Context: an optimization exercise on an open-source flow, tuned for small area and a short achievable clock period. The choices shown serve that exercise and are no tape-out recipe.
In this exercise RTL edits were held to simulation tests only and were not proved equivalent to the original.

==> module rf_sel, before the edit <==
module rf_sel (
   input  logic        rst,
   input  logic        we,
   input  logic [4:0]  wr_addr,
   input  logic [4:0]  rd_addr1,
   input  logic [4:0]  rd_addr2,
   input  logic        en1,    
   input  logic        en2,    
   output logic [1:0][31:1] ld,
   output logic [1:0][31:1] ld_n,
   output logic [1:0][31:1] s1,
   output logic [1:0][31:1] s2
);
   logic [4:0] wa_n, ra1_n, ra2_n;
   logic       rst_n;
   logic [3:0] wh_n, h1_n, h2_n;
   logic [7:0] wl_n, l1_n, l2_n;
   for (genvar b = 0; b < 5; b++) begin : g_inv
      rf_inv u_w (.a(wr_addr[b]),  .y(wa_n[b]));
      rf_inv u_1 (.a(rd_addr1[b]), .y(ra1_n[b]));
      rf_inv u_2 (.a(rd_addr2[b]), .y(ra2_n[b]));
   end
   rf_inv u_rst (.a(rst), .y(rst_n));
   rf_pre2 u_wh (.en(we),  .f(wr_addr[4:3]),  .f_n(wa_n[4:3]),  .y_n(wh_n));
   rf_pre3 u_wl (          .f(wr_addr[2:0]),  .f_n(wa_n[2:0]),  .y_n(wl_n));
   rf_pre2  u_h1 (.en(en1), .f(rd_addr1[4:3]), .f_n(ra1_n[4:3]), .y_n(h1_n));
   rf_pre3 u_l1 (          .f(rd_addr1[2:0]), .f_n(ra1_n[2:0]), .y_n(l1_n));
   rf_pre2e2 u_h2 (.en_a(en1), .en_b(en2), .f(rd_addr2[4:3]), .f_n(ra2_n[4:3]), .y_n(h2_n));
   rf_pre3 u_l2 (          .f(rd_addr2[2:0]), .f_n(ra2_n[2:0]), .y_n(l2_n));
   for (genvar i = 1; i < 32; i++) begin : g_r
      logic wen;
      rf_nor2  u_we (.a(wh_n[i/8]), .b(wl_n[i%8]), .y(wen));
      for (genvar c = 0; c < 2; c++) begin : g_c
         rf_o21ai u_ld (.a1(wh_n[i/8]), .a2(wl_n[i%8]), .b1(rst_n), .y(ld[c][i]));
         rf_o21a  u_ln (.a1(wh_n[i/8]), .a2(wl_n[i%8]), .b1(rst_n), .y(ld_n[c][i]));
         rf_nor3  u_s1 (.a(h1_n[i/8]), .b(l1_n[i%8]), .c(wen), .y(s1[c][i]));
         rf_nor3  u_s2 (.a(h2_n[i/8]), .b(l2_n[i%8]), .c(wen), .y(s2[c][i]));
      end
   end
endmodule
==> module banco_registros_p, before the edit <==
module banco_registros_p #(
   parameter int DATA_W = 32,
   parameter int NREG   = 32,
   parameter int REG_AW = 5
) (
   input  logic              clk,
   input  logic              rst,
   input  logic              we,
   input  logic [REG_AW-1:0] wr_addr,
   input  logic [DATA_W-1:0] wr_data,
   input  logic [REG_AW-1:0] rd_addr1,
   input  logic [REG_AW-1:0] rd_addr2,
   input  logic              load,      
   input  logic              imm_sel,   
   input  logic [DATA_W-1:0] imm,
   input  logic [DATA_W-1:0] q1,        
   input  logic [DATA_W-1:0] q2,
   output logic [DATA_W-1:0] nxt1,      
   output logic [DATA_W-1:0] nxt2
);
   logic [NREG-1:1][DATA_W-1:0] regs;
   logic [1:0][NREG-1:1]        ld, ld_n, s1, s2;
   logic [NREG-1:1][DATA_W-1:0] nx;
   logic                        en2, b1, b2, x2, h, wr_nz;
   logic [DATA_W-1:0]           wdat;
   assign en2 = !imm_sel;
   assign x2  = load && imm_sel;
   assign h   = !load;
   rf_sel u_sel (
      .rst(rst), .we(we), .wr_addr(wr_addr), .rd_addr1(rd_addr1),
      .rd_addr2(rd_addr2), .en1(load), .en2(en2), .ld(ld), .ld_n(ld_n), .s1(s1), .s2(s2)
   );
   assign wr_nz = we && (wr_addr != '0);
   rf_byp u_b1 (.en(wr_nz && load),        .a(wr_addr), .b(rd_addr1), .y(b1));
   rf_byp u_b2 (.en(wr_nz && load && en2), .a(wr_addr), .b(rd_addr2), .y(b2));
   assign wdat = wr_data & {DATA_W{!rst}};
   for (genvar i = 1; i < NREG; i++) begin : g_nx
      for (genvar b = 0; b < DATA_W; b++) begin : g_b
         rf_a22o u_mx (.a1(regs[i][b]), .a2(ld_n[b/16][i]), .b1(wdat[b]), .b2(ld[b/16][i]),
                       .y(nx[i][b]));
      end
   end
   always_ff @(posedge clk) begin
      regs <= nx;
   end
   for (genvar b = 0; b < DATA_W; b++) begin : g_rd
      logic [NREG-1:1] d;
      for (genvar i = 1; i < NREG; i++) begin : g_d
         assign d[i] = regs[i][b];
      end
      rf_rdbit1 u_rd1 (
         .s(s1[b/16]), .d(d), .b(b1), .wd(wr_data[b]), .h(h), .q(q1[b]), .y(nxt1[b])
      );
      rf_rdbit2 u_rd2 (
         .s(s2[b/16]), .d(d), .b(b2), .wd(wr_data[b]), .x(x2), .imm(imm[b]),
         .h(h), .q(q2[b]), .y(nxt2[b])
      );
   end
endmodule
==> flow/config.mk <==
export PLATFORM = sky130hd
export DESIGN_NAME = etapa_decodificacion
export DESIGN_NICKNAME = etapa_decodificacion
export VERILOG_FILES = /design/flow/design.v
export SDC_FILE = /design/flow/constraint.sdc
export NUM_CORES = 4
export LEC_CHECK = 0
export ABC_CLOCK_PERIOD_IN_PS = 1000
export CAP_MARGIN = 20
export CORE_MARGIN = 2
export CORE_UTILIZATION = 55
export CTS_BUF_LIST = sky130_fd_sc_hd__clkbuf_8 sky130_fd_sc_hd__clkbuf_4
export SETUP_SLACK_MARGIN = 2.6
export SLEW_MARGIN = 20
export SYNTH_HIERARCHICAL = 1
==> flow/constraint.sdc <==
create_clock -name core_clock -period 5.0 [get_ports {clk}]
set_input_delay 1.0000 -clock core_clock [delete_from_list [all_inputs] [get_ports {clk}]]
set_output_delay 1.0000 -clock core_clock [all_outputs]
set_load 0.01 [all_outputs]
standard.sh (not shown) runs the stock make flow with config.mk's settings and CLKGATE_MAP_FILE= SYNTH_SCRIPT=/design/flow/synth_recipe.tcl, a recipe that flattens the netlist after the stock synthesis.
==> flow/flow/run.sh <==
#!/bin/bash
# The standard layout (the standard.sh, standard synthesis unchanged), with
# these placement, resizing and clock-tree settings changed:
#  - input and output ports are buffered with buf_2 instead of the buffer
#    buffer_ports picks by itself (a delay cell on this platform);
#  - the resizer may change a cell to one of another footprint;
#  - clock-tree synthesis clusters up to 14 sinks per leaf buffer and inserts
#    no dummy loads (clock buffers from the same list as config.mk's).
# make's full output goes to flow_make.log in this folder; ORFS keeps each
# tool's own log under orfs/logs/.
set -euo pipefail
bash standard.sh \
  MATCH_CELL_FOOTPRINT=0 \
  "BUFFER_PORTS_ARGS=-buffer_cell sky130_fd_sc_hd__buf_2" \
  "CTS_ARGS=-sink_clustering_enable -repair_clock_nets -dont_use_dummy_load -sink_clustering_size 14 -sink_clustering_max_diameter 50 -buf_list {sky130_fd_sc_hd__clkbuf_8 sky130_fd_sc_hd__clkbuf_4}" \
  finish > flow_make.log 2>&1
==> next run, changes <==
--- a/flow/design.v
+++ b/flow/design.v
@@ -118,15 +118,17 @@
    input  logic        en1,    
    input  logic        en2,    
-   output logic [1:0][31:1] ld,
-   output logic [1:0][31:1] ld_n,
-   output logic [1:0][31:1] s1,
-   output logic [1:0][31:1] s2
+   output logic [31:1] ld,
+   output logic [31:1] ld_n,
+   output logic [31:1] s1,
+   output logic [31:1] s2
 );
    logic [4:0] wa_n, ra1_n, ra2_n;
    logic       rst_n;
-   logic [3:0] wh_n, h1_n, h2_n;
-   logic [7:0] wl_n, l1_n, l2_n;
+   logic [3:0] wh_n, h1_n, h2_n, sh_n;
+   logic [7:0] wl_n, l1_n, l2_n, sl_n;
+   logic [4:0] sa_n;
    for (genvar b = 0; b < 5; b++) begin : g_inv
       rf_inv u_w (.a(wr_addr[b]),  .y(wa_n[b]));
+      rf_inv u_s (.a(wr_addr[b]),  .y(sa_n[b]));
       rf_inv u_1 (.a(rd_addr1[b]), .y(ra1_n[b]));
       rf_inv u_2 (.a(rd_addr2[b]), .y(ra2_n[b]));
@@ -135,4 +137,6 @@
    rf_pre2 u_wh (.en(we),  .f(wr_addr[4:3]),  .f_n(wa_n[4:3]),  .y_n(wh_n));
    rf_pre3 u_wl (          .f(wr_addr[2:0]),  .f_n(wa_n[2:0]),  .y_n(wl_n));
+   rf_pre2 u_sh (.en(we),  .f(wr_addr[4:3]),  .f_n(sa_n[4:3]),  .y_n(sh_n));
+   rf_pre3 u_sl (          .f(wr_addr[2:0]),  .f_n(sa_n[2:0]),  .y_n(sl_n));
    rf_pre2  u_h1 (.en(en1), .f(rd_addr1[4:3]), .f_n(ra1_n[4:3]), .y_n(h1_n));
    rf_pre3 u_l1 (          .f(rd_addr1[2:0]), .f_n(ra1_n[2:0]), .y_n(l1_n));
@@ -141,11 +145,9 @@
    for (genvar i = 1; i < 32; i++) begin : g_r
       logic wen;
-      rf_nor2  u_we (.a(wh_n[i/8]), .b(wl_n[i%8]), .y(wen));
-      for (genvar c = 0; c < 2; c++) begin : g_c
-         rf_o21ai u_ld (.a1(wh_n[i/8]), .a2(wl_n[i%8]), .b1(rst_n), .y(ld[c][i]));
-         rf_o21a  u_ln (.a1(wh_n[i/8]), .a2(wl_n[i%8]), .b1(rst_n), .y(ld_n[c][i]));
-         rf_nor3  u_s1 (.a(h1_n[i/8]), .b(l1_n[i%8]), .c(wen), .y(s1[c][i]));
-         rf_nor3  u_s2 (.a(h2_n[i/8]), .b(l2_n[i%8]), .c(wen), .y(s2[c][i]));
-      end
+      rf_o21ai u_ld (.a1(wh_n[i/8]), .a2(wl_n[i%8]), .b1(rst_n), .y(ld[i]));
+      rf_o21a  u_ln (.a1(wh_n[i/8]), .a2(wl_n[i%8]), .b1(rst_n), .y(ld_n[i]));
+      rf_nor2  u_we (.a(sh_n[i/8]), .b(sl_n[i%8]), .y(wen));
+      rf_nor3  u_s1 (.a(h1_n[i/8]), .b(l1_n[i%8]), .c(wen), .y(s1[i]));
+      rf_nor3  u_s2 (.a(h2_n[i/8]), .b(l2_n[i%8]), .c(wen), .y(s2[i]));
    end
 endmodule
@@ -226,5 +228,5 @@
 );
    logic [NREG-1:1][DATA_W-1:0] regs;
-   logic [1:0][NREG-1:1]        ld, ld_n, s1, s2;
+   logic [NREG-1:1]             ld, ld_n, s1, s2;
    logic [NREG-1:1][DATA_W-1:0] nx;
    logic                        en2, b1, b2, x2, h, wr_nz;
@@ -243,6 +245,5 @@
    for (genvar i = 1; i < NREG; i++) begin : g_nx
       for (genvar b = 0; b < DATA_W; b++) begin : g_b
-         rf_a22o u_mx (.a1(regs[i][b]), .a2(ld_n[b/16][i]), .b1(wdat[b]), .b2(ld[b/16][i]),
-                       .y(nx[i][b]));
+         rf_a22o u_mx (.a1(regs[i][b]), .a2(ld_n[i]), .b1(wdat[b]), .b2(ld[i]), .y(nx[i][b]));
       end
    end
@@ -256,8 +257,8 @@
       end
       rf_rdbit1 u_rd1 (
-         .s(s1[b/16]), .d(d), .b(b1), .wd(wr_data[b]), .h(h), .q(q1[b]), .y(nxt1[b])
+         .s(s1), .d(d), .b(b1), .wd(wr_data[b]), .h(h), .q(q1[b]), .y(nxt1[b])
       );
       rf_rdbit2 u_rd2 (
-         .s(s2[b/16]), .d(d), .b(b2), .wd(wr_data[b]), .x(x2), .imm(imm[b]),
+         .s(s2), .d(d), .b(b2), .wd(wr_data[b]), .x(x2), .imm(imm[b]),
          .h(h), .q(q2[b]), .y(nxt2[b])
       );
Effect: The changed run passed the timing, DRC and antenna checks. First-iteration DRC count is higher by about a fifth. Hold slack is better by 0.021 ns. Area after synthesis is lower by a few percent. Final cell count is lower by a few percent. Final area is lower by a few percent. Synthesized cell count is lower by a few percent. Sequential share of layout area is higher by 1.9 points. Maximum frequency is higher slightly.

-- afterwards: timing with drivers on the ports --
In the flow no input, the clock included, has a driving cell. The finished layouts below were timed again as built, in two steps.
Step 1 assumes that a clkbuf_16 drives the clock port and a buf_2 every other input.
Step 2 moves the port delays by t, midway between the first and last clock arrival at a register: inputs arrive t later, outputs are due t later. That takes back most of the time a late clock gives input paths.
Slacks: ideal ports / drivers / drivers and shift; pairs: ideal ports / drivers.
run	t, ns	setup WS [ns]	worst setup path at the end
the first run	0.801	2.455 / 2.477 / 1.676	input to register
the second run	0.816	2.498 / 2.448 / 1.632	input to register
After both steps every run listed still meets setup and hold. For the second run, which loses most, drivers alone change the setup slack by -0.050 ns; drivers and shift together by -0.866 ns.
